Background: an optimization exercise with open tools, aiming at small area, a short achievable clock period and few clock cycles per item. Do not read the settings as production practice.
Function was checked by simulation only, so behaviour that the tests miss may differ from the original.

==> juniper <==
==> flow/design.v <==
package ile_pkg;
    localparam int MAX_ENTRIES_DEF = 64;
    localparam logic [2:0] OP_READ     = 3'd0;
    localparam logic [2:0] OP_INS_HEAD = 3'd1;
    localparam logic [2:0] OP_INS_TAIL = 3'd2;
    localparam logic [2:0] OP_INS_POS  = 3'd3;
    localparam logic [2:0] OP_DELETE   = 3'd4;
endpackage
module ile_datapath
(
    input  logic        clk,
    input  logic        rst_n,
    input  logic [50:0] item,
    input  logic        s1_load,
    input  logic        exec,
    input  logic        r0_load,
    input  logic        r0_from_r1,
    input  logic        r1_load,
    output logic [40:0] result
);
    logic [6:0]  cnt;
    logic [5:0]  head, tail;
    logic        do_ins, do_del;
    logic [2:0]  d_op;
    logic [15:0] d_pos;
    logic [5:0]  d_p;
    logic        d_neg, d_far, d_pin;
    logic [3:0]  d_lt;      
    logic [2:0]  d_full;    
    logic        d_read, d_ins, d_tail, d_insp, d_del;
    logic [2:0]  d_okk;     
    logic [2:0]  d_hitk;    
    logic        d_ok, d_hit;
    logic [5:0]  d_x;
    logic [5:0]  d_head;
    logic [6:0]  d_sum;
    logic [5:0]  d_a;
    logic        d_wrap;
    logic [63:0] d_gea, d_oha, d_lth, d_g, d_gt;
    always_comb
    begin
        d_op  = item[50:48];
        d_pos = item[47:32];
        d_p   = d_pos[5:0];
        d_neg = d_pos[15];
        d_far = !d_neg && (d_pos[14:6] != '0);
        d_pin = !d_neg && !d_far;
        d_read = (d_op == ile_pkg::OP_READ);
        d_ins  = (d_op == ile_pkg::OP_INS_HEAD) || (d_op == ile_pkg::OP_INS_TAIL) ||
                 (d_op == ile_pkg::OP_INS_POS);
        d_tail = (d_op == ile_pkg::OP_INS_TAIL);
        d_insp = (d_op == ile_pkg::OP_INS_POS);
        d_del  = (d_op == ile_pkg::OP_DELETE);
        d_lt[0] = (8'(d_p) + 8'd1 < 8'(cnt));
        d_lt[1] = (8'(d_p) < 8'(cnt));
        d_lt[2] = (8'(d_p) < 8'(cnt) + 8'd1);
        d_lt[3] = (8'(d_p) < 8'(cnt) + 8'd2);
        d_full[0] = 1'b0;
        d_full[1] = (cnt == 7'd64);
        d_full[2] = (cnt == 7'd63);
        for (int k = 0; k < 3; k++)
        begin
            d_okk[k]  = (d_ins && !d_full[k] &&
                         (!d_insp || d_neg || (!d_far && d_lt[k+1]))) ||
                        (d_del && d_pin && d_lt[k]);
            d_hitk[k] = d_read && d_pin && d_lt[k];
        end
        d_ok  = do_ins ? d_okk[2] : (do_del ? d_okk[0] : d_okk[1]);
        d_hit = do_ins ? d_hitk[2] : (do_del ? d_hitk[0] : d_hitk[1]);
        d_x    = ((d_op == ile_pkg::OP_INS_HEAD) || (d_insp && d_neg)) ? 6'd0 : d_p;
        d_head = head + 6'(do_del);
        d_sum  = {1'b0, head} + {1'b0, d_x} + 7'(do_del);
        d_a    = d_sum[5:0];
        d_wrap = d_sum[6] && !(head == 6'd63 && do_del);
        for (int j = 0; j < 64; j++)
        begin
            d_gea[j] = (6'(j) >= d_a);
            d_oha[j] = (6'(j) == d_a);
            d_lth[j] = (6'(j) < d_head);
        end
        d_g  = d_wrap ? (d_gea & d_lth) : (d_gea | d_lth);
        d_gt = d_g & ~d_oha;
    end
    logic        q_read, q_ins, q_tail, q_del;
    logic [63:0] q_gt;
    logic [31:0] q_val;
    logic        q_ok, q_hit;
    always_ff @(posedge clk)
    begin
        if (s1_load)
        begin
            q_read <= d_read;
            q_ins  <= d_ins;
            q_tail <= d_tail;
            q_del  <= d_del;
            q_gt   <= d_gt;
            q_val  <= item[31:0];
            q_ok   <= d_ok;
            q_hit  <= d_hit;
        end
    end
    logic        ok, hit;
    logic [63:0] gt, oh, oh_head, oh_tail;
    logic [63:0] ld, dn, hold;
    logic [6:0]  cnt_inc, cnt_dec, cnt_next;
    always_comb
    begin
        ok     = q_ok;
        hit    = q_hit;
        do_ins = exec && q_ins && ok;
        do_del = exec && q_del && ok;
        gt     = q_gt;
        for (int j = 0; j < 64; j++)
        begin
            oh_head[j] = (6'(j) == head);
            oh_tail[j] = (6'(j) == tail);
        end
        for (int j = 0; j < 64; j++)
        begin
            oh[j] = !gt[j] && (gt[(j + 1) % 64] || oh_head[(j + 1) % 64]);
        end
        for (int j = 0; j < 64; j++)
        begin
            ld[j]   = do_ins && (q_tail ? oh_tail[j] : oh[j]);
            dn[j]   = (do_ins && !q_tail && gt[j]) || (do_del && !gt[j] && !oh_head[j]);
            hold[j] = !(ld[j] || dn[j]);
        end
        cnt_inc  = cnt + 7'd1;
        cnt_dec  = cnt - 7'd1;
        cnt_next = do_ins ? cnt_inc : (do_del ? cnt_dec : cnt);
    end
    always_ff @(posedge clk or negedge rst_n)
    begin
        if (!rst_n)
        begin
            cnt  <= '0;
            head <= '0;
            tail <= '0;
        end
        else
        begin
            cnt <= cnt_next;
            if (do_ins)
                tail <= tail + 6'd1;
            if (do_del)
                head <= head + 6'd1;
        end
    end
    logic [31:0] ent [64];
    for (genvar j = 0; j < 64; j++)
    begin : g_ent
        ile_entry u_ent
        (
            .clk  (clk),
            .ld   (ld[j]),
            .dn   (dn[j]),
            .hold (hold[j]),
            .val  (q_val),
            .prev (ent[(j + 63) % 64]),
            .q    (ent[j])
        );
    end
    logic [31:0] rd;
    logic [40:0] res_exec;
    always_comb
    begin
        rd = '0;
        for (int j = 0; j < 64; j++)
        begin
            if (oh[j])
                rd = rd | ent[j];
        end
        res_exec[40:9] = !q_read ? 32'd0 : (hit ? rd : 32'hFFFF_FFFF);
        res_exec[8]    = hit;
        res_exec[7]    = ok && (q_ins || q_del);
        res_exec[6:0]  = cnt_next;
    end
    logic [40:0] r0, r1;
    always_ff @(posedge clk)
    begin
        if (r1_load)
            r1 <= res_exec;
        if (r0_load)
            r0 <= r0_from_r1 ? r1 : res_exec;
    end
    assign result = r0;
endmodule
module ile_entry
(
    input  logic        clk,
    input  logic        ld,
    input  logic        dn,
    input  logic        hold,
    input  logic [31:0] val,
    input  logic [31:0] prev,
    output logic [31:0] q
);
    always_ff @(posedge clk)
    begin
        q <= ({32{ld}} & val) | ({32{dn}} & prev) | ({32{hold}} & q);
    end
endmodule
module ile_controller
(
    input  logic clk,
    input  logic rst_n,
    input  logic item_valid,
    output logic item_stall,
    input  logic result_stall,
    output logic s1_load,       
    output logic exec,          
    output logic r0_load,       
    output logic r0_from_r1,    
    output logic r1_load,       
    output logic result_valid
);
    logic s1_valid, r0_valid, r1_valid;
    logic s1_valid_next, r1_valid_next;
    logic stall_reg;
    logic r0_free;
    assign exec         = s1_valid && !r1_valid;
    assign item_stall   = stall_reg;
    assign s1_load      = !item_stall;
    assign r0_free      = !r0_valid || !result_stall;
    assign r0_load      = r0_free && (r1_valid || exec);
    assign r0_from_r1   = r1_valid;
    assign r1_load      = exec && !r0_free;
    assign result_valid = r0_valid;
    assign s1_valid_next = s1_load ? item_valid : s1_valid;
    assign r1_valid_next = !r0_free && (r1_valid || exec);
    always_ff @(posedge clk or negedge rst_n)
    begin
        if (!rst_n)
        begin
            s1_valid  <= 1'b0;
            r0_valid  <= 1'b0;
            r1_valid  <= 1'b0;
            stall_reg <= 1'b0;
        end
        else
        begin
            s1_valid  <= s1_valid_next;
            r1_valid  <= r1_valid_next;
            stall_reg <= s1_valid_next && r1_valid_next;
            if (r0_free)
                r0_valid <= r1_valid || exec;
        end
    end
endmodule
module indexed_list_engine
(
    input  logic        clk,
    input  logic        rst_n,
    input  logic        item_valid,
    output logic        item_stall,
    input  logic [50:0] item,
    output logic        result_valid,
    input  logic        result_stall,
    output logic [40:0] result
);
    logic s1_load, exec, r0_load, r0_from_r1, r1_load;
    ile_controller u_ctrl
    (
        .clk          (clk),
        .rst_n        (rst_n),
        .item_valid   (item_valid),
        .item_stall   (item_stall),
        .result_stall (result_stall),
        .s1_load      (s1_load),
        .exec         (exec),
        .r0_load      (r0_load),
        .r0_from_r1   (r0_from_r1),
        .r1_load      (r1_load),
        .result_valid (result_valid)
    );
    ile_datapath u_dp
    (
        .clk        (clk),
        .rst_n      (rst_n),
        .item       (item),
        .s1_load    (s1_load),
        .exec       (exec),
        .r0_load    (r0_load),
        .r0_from_r1 (r0_from_r1),
        .r1_load    (r1_load),
        .result     (result)
    );
endmodule
==> flow/flow/run.sh <==
#!/bin/bash
# Standard layout, with the entry flip-flops of the list array placed in a
# grid before global placement (see preplace.tcl). Each tool's output is in
# the ORFS logs under orfs/logs, and make's own output in standard.log.
set -euo pipefail
W=$(pwd)
export PRE_GLOBAL_PLACE_SKIP_IO_TCL=$W/flow/preplace.tcl
export PRE_GLOBAL_PLACE_TCL=$W/flow/preplace.tcl
export POST_GLOBAL_PLACE_TCL=$W/flow/unfix.tcl
bash standard.sh > $W/standard.log 2>&1
==> flow/flow/preplace.tcl <==
# Places the 2048 entry flip-flops of the list array in a grid before global
# placement, and fixes them there so global placement builds the rest of the
# logic around them. Entry j's 32 flip-flops form one block (2 columns by 16
# rows); the 64 blocks lie on an 8 x 8 grid in ring order, so that entries
# j and j+1 (and 63 and 0) are neighbours. Flip-flops are put on legal sites,
# clear of the tap cells.
set blk [ord::get_db_block]
set core [$blk getCoreArea]
set cx0 [$core xMin]
set cy0 [$core yMin]
set cx1 [$core xMax]
set cy1 [$core yMax]
set dbu [[ord::get_db_tech] getDbUnitsPerMicron]

set rows [$blk getRows]
set row0 [lindex $rows 0]
set site [$row0 getSite]
set sw [$site getWidth]
set rh [$site getHeight]

# rows by index from the bottom, with their orientation
array set row_orient {}
foreach r $rows {
  set ry [lindex [$r getOrigin] 1]
  set ri [expr { ($ry - $cy0) / $rh }]
  set row_orient($ri) [$r getOrient]
  set row_x0($ri) [lindex [$r getOrigin] 0]
}

# tap cells by row
array set taps {}
set flops {}
foreach inst [$blk getInsts] {
  set m [[$inst getMaster] getName]
  if { [string match "*tapvpwrvgnd*" $m] } {
    set b [$inst getBBox]
    set ri [expr { ([$b yMin] - $cy0) / $rh }]
    lappend taps($ri) [list [$b xMin] [$b xMax]]
    continue
  }
  set n [string map {"\\" ""} [$inst getName]]
  if { [regexp {^u_dp\.g_ent\[(\d+)\]\.u_ent\.q\[(\d+)\]} $n -> e b] } {
    lappend flops [list $e $b $inst]
  }
}
puts "preplace: [llength $flops] entry flip-flops, row height $rh, site $sw"

# ring order over the 8 x 8 grid: column 0 upwards, then a snake over
# columns 1..7 in rows 7..1, then back along row 0
set cells {}
for { set r 0 } { $r < 8 } { incr r } { lappend cells [list 0 $r] }
for { set c 1 } { $c < 8 } { incr c } {
  if { $c % 2 } {
    for { set r 7 } { $r >= 1 } { incr r -1 } { lappend cells [list $c $r] }
  } else {
    for { set r 1 } { $r <= 7 } { incr r } { lappend cells [list $c $r] }
  }
}
for { set c 7 } { $c >= 1 } { incr c -1 } { lappend cells [list $c 0] }

# geometry (um): slot pitch, block pitch in x, rows per block pitch
set slot_um 15.0
set bgap_um 6.0
set brows 24
set slot [expr { int($slot_um * $dbu / $sw) * $sw }]
set bpitch [expr { 2 * $slot + int($bgap_um * $dbu / $sw) * $sw }]
set arr_w [expr { 8 * $bpitch }]
set arr_h [expr { 8 * $brows * $rh }]
set ax0 [expr { $cx0 + (($cx1 - $cx0 - $arr_w) / 2 / $sw) * $sw }]
set ar0 [expr { (($cy1 - $cy0) / $rh - 8 * $brows) / 2 }]
if { $ax0 < $cx0 } { set ax0 $cx0 }
if { $ar0 < 0 } { set ar0 0 }
puts "preplace: array [expr {$arr_w / double($dbu)}] x [expr {$arr_h / double($dbu)}] um"

proc clear_of_taps { ri x w } {
  global taps sw
  if { ![info exists taps($ri)] } { return $x }
  set moved 1
  while { $moved } {
    set moved 0
    foreach t $taps($ri) {
      lassign $t t0 t1
      if { $x < $t1 && $x + $w > $t0 } {
        set x $t1
        set moved 1
      }
    }
  }
  return $x
}

foreach f $flops {
  lassign $f e b inst
  lassign [lindex $cells $e] gc gr
  set col [expr { $b % 2 }]
  set rin [expr { $b / 2 }]
  # 16 flip-flop rows spread over the block's rows, one free row in three
  set ri [expr { $ar0 + $gr * $brows + $rin + $rin / 2 }]
  set x [expr { $ax0 + $gc * $bpitch + $col * $slot }]
  set x [expr { $row_x0($ri) + (($x - $row_x0($ri)) / $sw) * $sw }]
  set w [[$inst getMaster] getWidth]
  set x [clear_of_taps $ri $x $w]
  $inst setOrient $row_orient($ri)
  $inst setLocation $x [expr { $cy0 + $ri * $rh }]
  $inst setPlacementStatus FIRM
}
==> flow/flow/unfix.tcl <==
# Releases the entry flip-flops placed by preplace.tcl, so that detailed
# placement may legalise them with the rest.
set blk [ord::get_db_block]
set k 0
foreach inst [$blk getInsts] {
  set n [string map {"\\" ""} [$inst getName]]
  if { [regexp {^u_dp\.g_ent\[\d+\]\.u_ent\.q\[\d+\]} $n] } {
    $inst setPlacementStatus PLACED
    incr k
  }
}
puts "unfix: released $k entry flip-flops"
==> flow/standard.sh <==
#!/bin/bash
# synth_recipe.tcl (not shown) runs the flow's synth.tcl, then flattens the netlist and writes it again
# the make line also repeats each setting of config.mk as NAME=value (left out here)
make -C /OpenROAD-flow-scripts/flow DESIGN_CONFIG=/design/flow/config.mk WORK_HOME=/design/flow/orfs CLKGATE_MAP_FILE= SYNTH_SCRIPT=/design/flow/synth_recipe.tcl "${@:-finish}"
==> flow/config.mk <==
export PLATFORM = sky130hd
export DESIGN_NAME = indexed_list_engine
export DESIGN_NICKNAME = indexed_list_engine
export VERILOG_FILES = /design/flow/design.v
export SDC_FILE = /design/flow/constraint.sdc
export NUM_CORES = 4
export LEC_CHECK = 0
export CAP_MARGIN = 20
export CORE_MARGIN = 2
export CORE_UTILIZATION = 35
export CTS_CLUSTER_DIAMETER = 100
export CTS_CLUSTER_SIZE = 30
export PLACE_DENSITY = 0.65
export SETUP_SLACK_MARGIN = 2.4
export SLEW_MARGIN = 20
export SYNTH_HIERARCHICAL = 1
export SYNTH_MINIMUM_KEEP_SIZE = 0
export TNS_END_PERCENT = 5
==> flow/constraint.sdc <==
create_clock -name core_clock -period 5.0 [get_ports {clk}]
set_input_delay 1.0000 -clock core_clock [delete_from_list [all_inputs] [get_ports {clk}]]
set_output_delay 1.0000 -clock core_clock [all_outputs]
set_load 0.01 [all_outputs]
==> willow (differences from juniper) <==
--- a/flow/design.v
+++ b/flow/design.v
@@ -32,11 +32,10 @@
     logic [2:0]  d_hitk;    
     logic        d_ok, d_hit;
     logic [5:0]  d_x;
-    logic [5:0]  d_head;
     logic [6:0]  d_sum;
     logic [5:0]  d_a;
     logic        d_wrap;
-    logic [63:0] d_gea, d_oha, d_lth, d_g, d_gt;
+    logic [63:0] d_gea, d_oha, d_lth, d_g, d_gt, d_oh;
     always_comb
     begin
         d_op  = item[50:48];
@@ -68,21 +67,26 @@
         d_ok  = do_ins ? d_okk[2] : (do_del ? d_okk[0] : d_okk[1]);
         d_hit = do_ins ? d_hitk[2] : (do_del ? d_hitk[0] : d_hitk[1]);
         d_x    = ((d_op == ile_pkg::OP_INS_HEAD) || (d_insp && d_neg)) ? 6'd0 : d_p;
-        d_head = head + 6'(do_del);
-        d_sum  = {1'b0, head} + {1'b0, d_x} + 7'(do_del);
+        d_sum  = {1'b0, head} + {1'b0, d_x};
         d_a    = d_sum[5:0];
-        d_wrap = d_sum[6] && !(head == 6'd63 && do_del);
+        d_wrap = d_sum[6];
         for (int j = 0; j < 64; j++)
         begin
             d_gea[j] = (6'(j) >= d_a);
             d_oha[j] = (6'(j) == d_a);
-            d_lth[j] = (6'(j) < d_head);
+            d_lth[j] = (6'(j) < head);
         end
         d_g  = d_wrap ? (d_gea & d_lth) : (d_gea | d_lth);
         d_gt = d_g & ~d_oha;
+        d_oh = d_oha;
+        if (do_del)
+        begin
+            d_gt = {d_gt[62:0], d_gt[63]};
+            d_oh = {d_oh[62:0], d_oh[63]};
+        end
     end
     logic        q_read, q_ins, q_tail, q_del;
-    logic [63:0] q_gt;
+    logic [63:0] q_gt, q_oh;
     logic [31:0] q_val;
     logic        q_ok, q_hit;
     always_ff @(posedge clk)
@@ -94,6 +98,7 @@
             q_tail <= d_tail;
             q_del  <= d_del;
             q_gt   <= d_gt;
+            q_oh   <= d_oh;
             q_val  <= item[31:0];
             q_ok   <= d_ok;
             q_hit  <= d_hit;
@@ -115,10 +120,7 @@
             oh_head[j] = (6'(j) == head);
             oh_tail[j] = (6'(j) == tail);
         end
-        for (int j = 0; j < 64; j++)
-        begin
-            oh[j] = !gt[j] && (gt[(j + 1) % 64] || oh_head[(j + 1) % 64]);
-        end
+        oh     = q_oh;
         for (int j = 0; j < 64; j++)
         begin
             ld[j]   = do_ins && (q_tail ? oh_tail[j] : oh[j]);
@@ -160,16 +162,21 @@
             .q    (ent[j])
         );
     end
-    logic [31:0] rd;
-    logic [40:0] res_exec;
+    logic [31:0]   rd;
+    logic [2047:0] ent_flat;
+    logic [40:0]   res_exec;
+    for (genvar j = 0; j < 64; j++)
+    begin : g_flat
+        assign ent_flat[32*j +: 32] = ent[j];
+    end
+    ile_readmux u_rd
+    (
+        .sel  (oh),
+        .data (ent_flat),
+        .rd   (rd)
+    );
     always_comb
     begin
-        rd = '0;
-        for (int j = 0; j < 64; j++)
-        begin
-            if (oh[j])
-                rd = rd | ent[j];
-        end
         res_exec[40:9] = !q_read ? 32'd0 : (hit ? rd : 32'hFFFF_FFFF);
         res_exec[8]    = hit;
         res_exec[7]    = ok && (q_ins || q_del);
@@ -198,6 +205,21 @@
     always_ff @(posedge clk)
     begin
         q <= ({32{ld}} & val) | ({32{dn}} & prev) | ({32{hold}} & q);
+    end
+endmodule
+module ile_readmux
+(
+    input  logic [63:0]   sel,
+    input  logic [2047:0] data,
+    output logic [31:0]   rd
+);
+    always_comb
+    begin
+        rd = '0;
+        for (int j = 0; j < 64; j++)
+        begin
+            rd = rd | ({32{sel[j]}} & data[32*j +: 32]);
+        end
     end
 endmodule
 module ile_controller
--- a/flow/flow/preplace.tcl
+++ b/flow/flow/preplace.tcl
@@ -1,6 +1,6 @@
-# Places the 2048 entry flip-flops of the list array in a grid before global
-# placement, and fixes them there so global placement builds the rest of the
-# logic around them. Entry j's 32 flip-flops form one block (2 columns by 16
+# Places the 2048 entry flip-flops of the list array, each with the two gates
+# that drive its D input, in a grid before global placement, and fixes them
+# there so global placement builds the rest of the logic around them. Entry j's 32 flip-flops form one block (2 columns by 16
 # rows); the 64 blocks lie on an 8 x 8 grid in ring order, so that entries
 # j and j+1 (and 63 and 0) are neighbours. Flip-flops are put on legal sites,
 # clear of the tap cells.
@@ -89,6 +89,24 @@
   return $x
 }
 
+# the single-load cell driving a pin, or ""
+proc driver_of { inst pin } {
+  set it [$inst findITerm $pin]
+  if { $it eq "NULL" || $it eq "" } { return "" }
+  set net [$it getNet]
+  if { $net eq "NULL" || $net eq "" } { return "" }
+  set drv ""
+  set loads 0
+  foreach t [$net getITerms] {
+    if { [$t isOutputSignal] } { set drv [$t getInst] } else { incr loads }
+  }
+  if { $drv eq "" || $loads != 1 } { return "" }
+  set m [$drv getMaster]
+  if { [$m isSequential] || [string match "*tap*" [$m getName]] } { return "" }
+  return $drv
+}
+
+set ::preplaced {}
 foreach f $flops {
   lassign $f e b inst
   lassign [lindex $cells $e] gc gr
@@ -98,9 +116,29 @@
   set ri [expr { $ar0 + $gr * $brows + $rin + $rin / 2 }]
   set x [expr { $ax0 + $gc * $bpitch + $col * $slot }]
   set x [expr { $row_x0($ri) + (($x - $row_x0($ri)) / $sw) * $sw }]
-  set w [[$inst getMaster] getWidth]
+  # the flip-flop, then the gate driving D, then the gate driving that
+  set group [list $inst]
+  set d1 [driver_of $inst D]
+  if { $d1 ne "" } {
+    lappend group $d1
+    set a [lindex [$d1 getITerms] 0]
+    foreach t [$d1 getITerms] {
+      if { [$t isInputSignal] } {
+        set d2 [driver_of $d1 [[$t getMTerm] getName]]
+        if { $d2 ne "" } { lappend group $d2 }
+        break
+      }
+    }
+  }
+  set w 0
+  foreach c $group { incr w [[$c getMaster] getWidth] }
   set x [clear_of_taps $ri $x $w]
-  $inst setOrient $row_orient($ri)
-  $inst setLocation $x [expr { $cy0 + $ri * $rh }]
-  $inst setPlacementStatus FIRM
+  foreach c $group {
+    $c setOrient $row_orient($ri)
+    $c setLocation $x [expr { $cy0 + $ri * $rh }]
+    $c setPlacementStatus FIRM
+    lappend ::preplaced $c
+    incr x [[$c getMaster] getWidth]
+  }
 }
+puts "preplace: placed [llength $::preplaced] cells"
==> flow/flow/unfix.tcl (replaced) <==
# Releases the cells placed by preplace.tcl (run earlier in the same step),
# so that detailed placement may legalise them with the rest.
foreach c $::preplaced {
  $c setPlacementStatus PLACED
}
puts "unfix: released [llength $::preplaced] cells"
- GPL_ROUTABILITY_DRIVEN: not set -> 0
- PLACE_DENSITY: 0.65 -> 0.6
==> qor summary <==
| quantity | willow | juniper |
|---|---|---|
| Run status | stopped before the end | stopped before the end |
| Failing step | 5_1_grt | 5_1_grt |
| Effective utilization at floorplan | 35.15% | 35.19% |
| XOR/XNOR Fraction of Synth Area | 0.2770% | 0.2817% |
| Number of rows in the core area | 197 | 207 |
| FFs w/ async S/R, synth | 0.9918% | 1.020% |
| Max Buffers Root-to-Sink | 3 | 4 |
| Number of flops mapped to enable cells by yosys | 248 | 184 |
| Post-synth top area share | 40.52% | 36.63% |
| Count leader, synth | sky130_fd_sc_hd__inv_1 | sky130_fd_sc_hd__a222oi_1 |
| Netlist area before placement | 101,200 um2 | 111,900 um2 |
| Count of yosys warnings during synthesis | 11 | 10 |
| Clock sink count | 2,319 | 2,255 |
| Placed Area | 104,100 um2 | 140,200 um2 |
| Fraction of the mapped netlist area in simple logic gates | 3.502% | 9.761% |
| Total nets after synthesis | 9,849 | 11,960 |
| Overall die height | 541.7 um | 569.5 um |
| Placed wire-length estimate | 595.3 mm | 1584 mm |
| Post-Place Cells | 13,120 | 17,700 |
| Number of buffers created by CTS | 89 | 103 |
| Place WS | -0.005795 ns | -0.04181 ns |
| Cells after synthesis | 9,752 | 11,860 |
Testbench counts of juniper, summed over its fixed seeds: cycles 12,816, items 12,800.
Testbench counts of willow, summed over its fixed seeds: cycles 12,816, items 12,800.
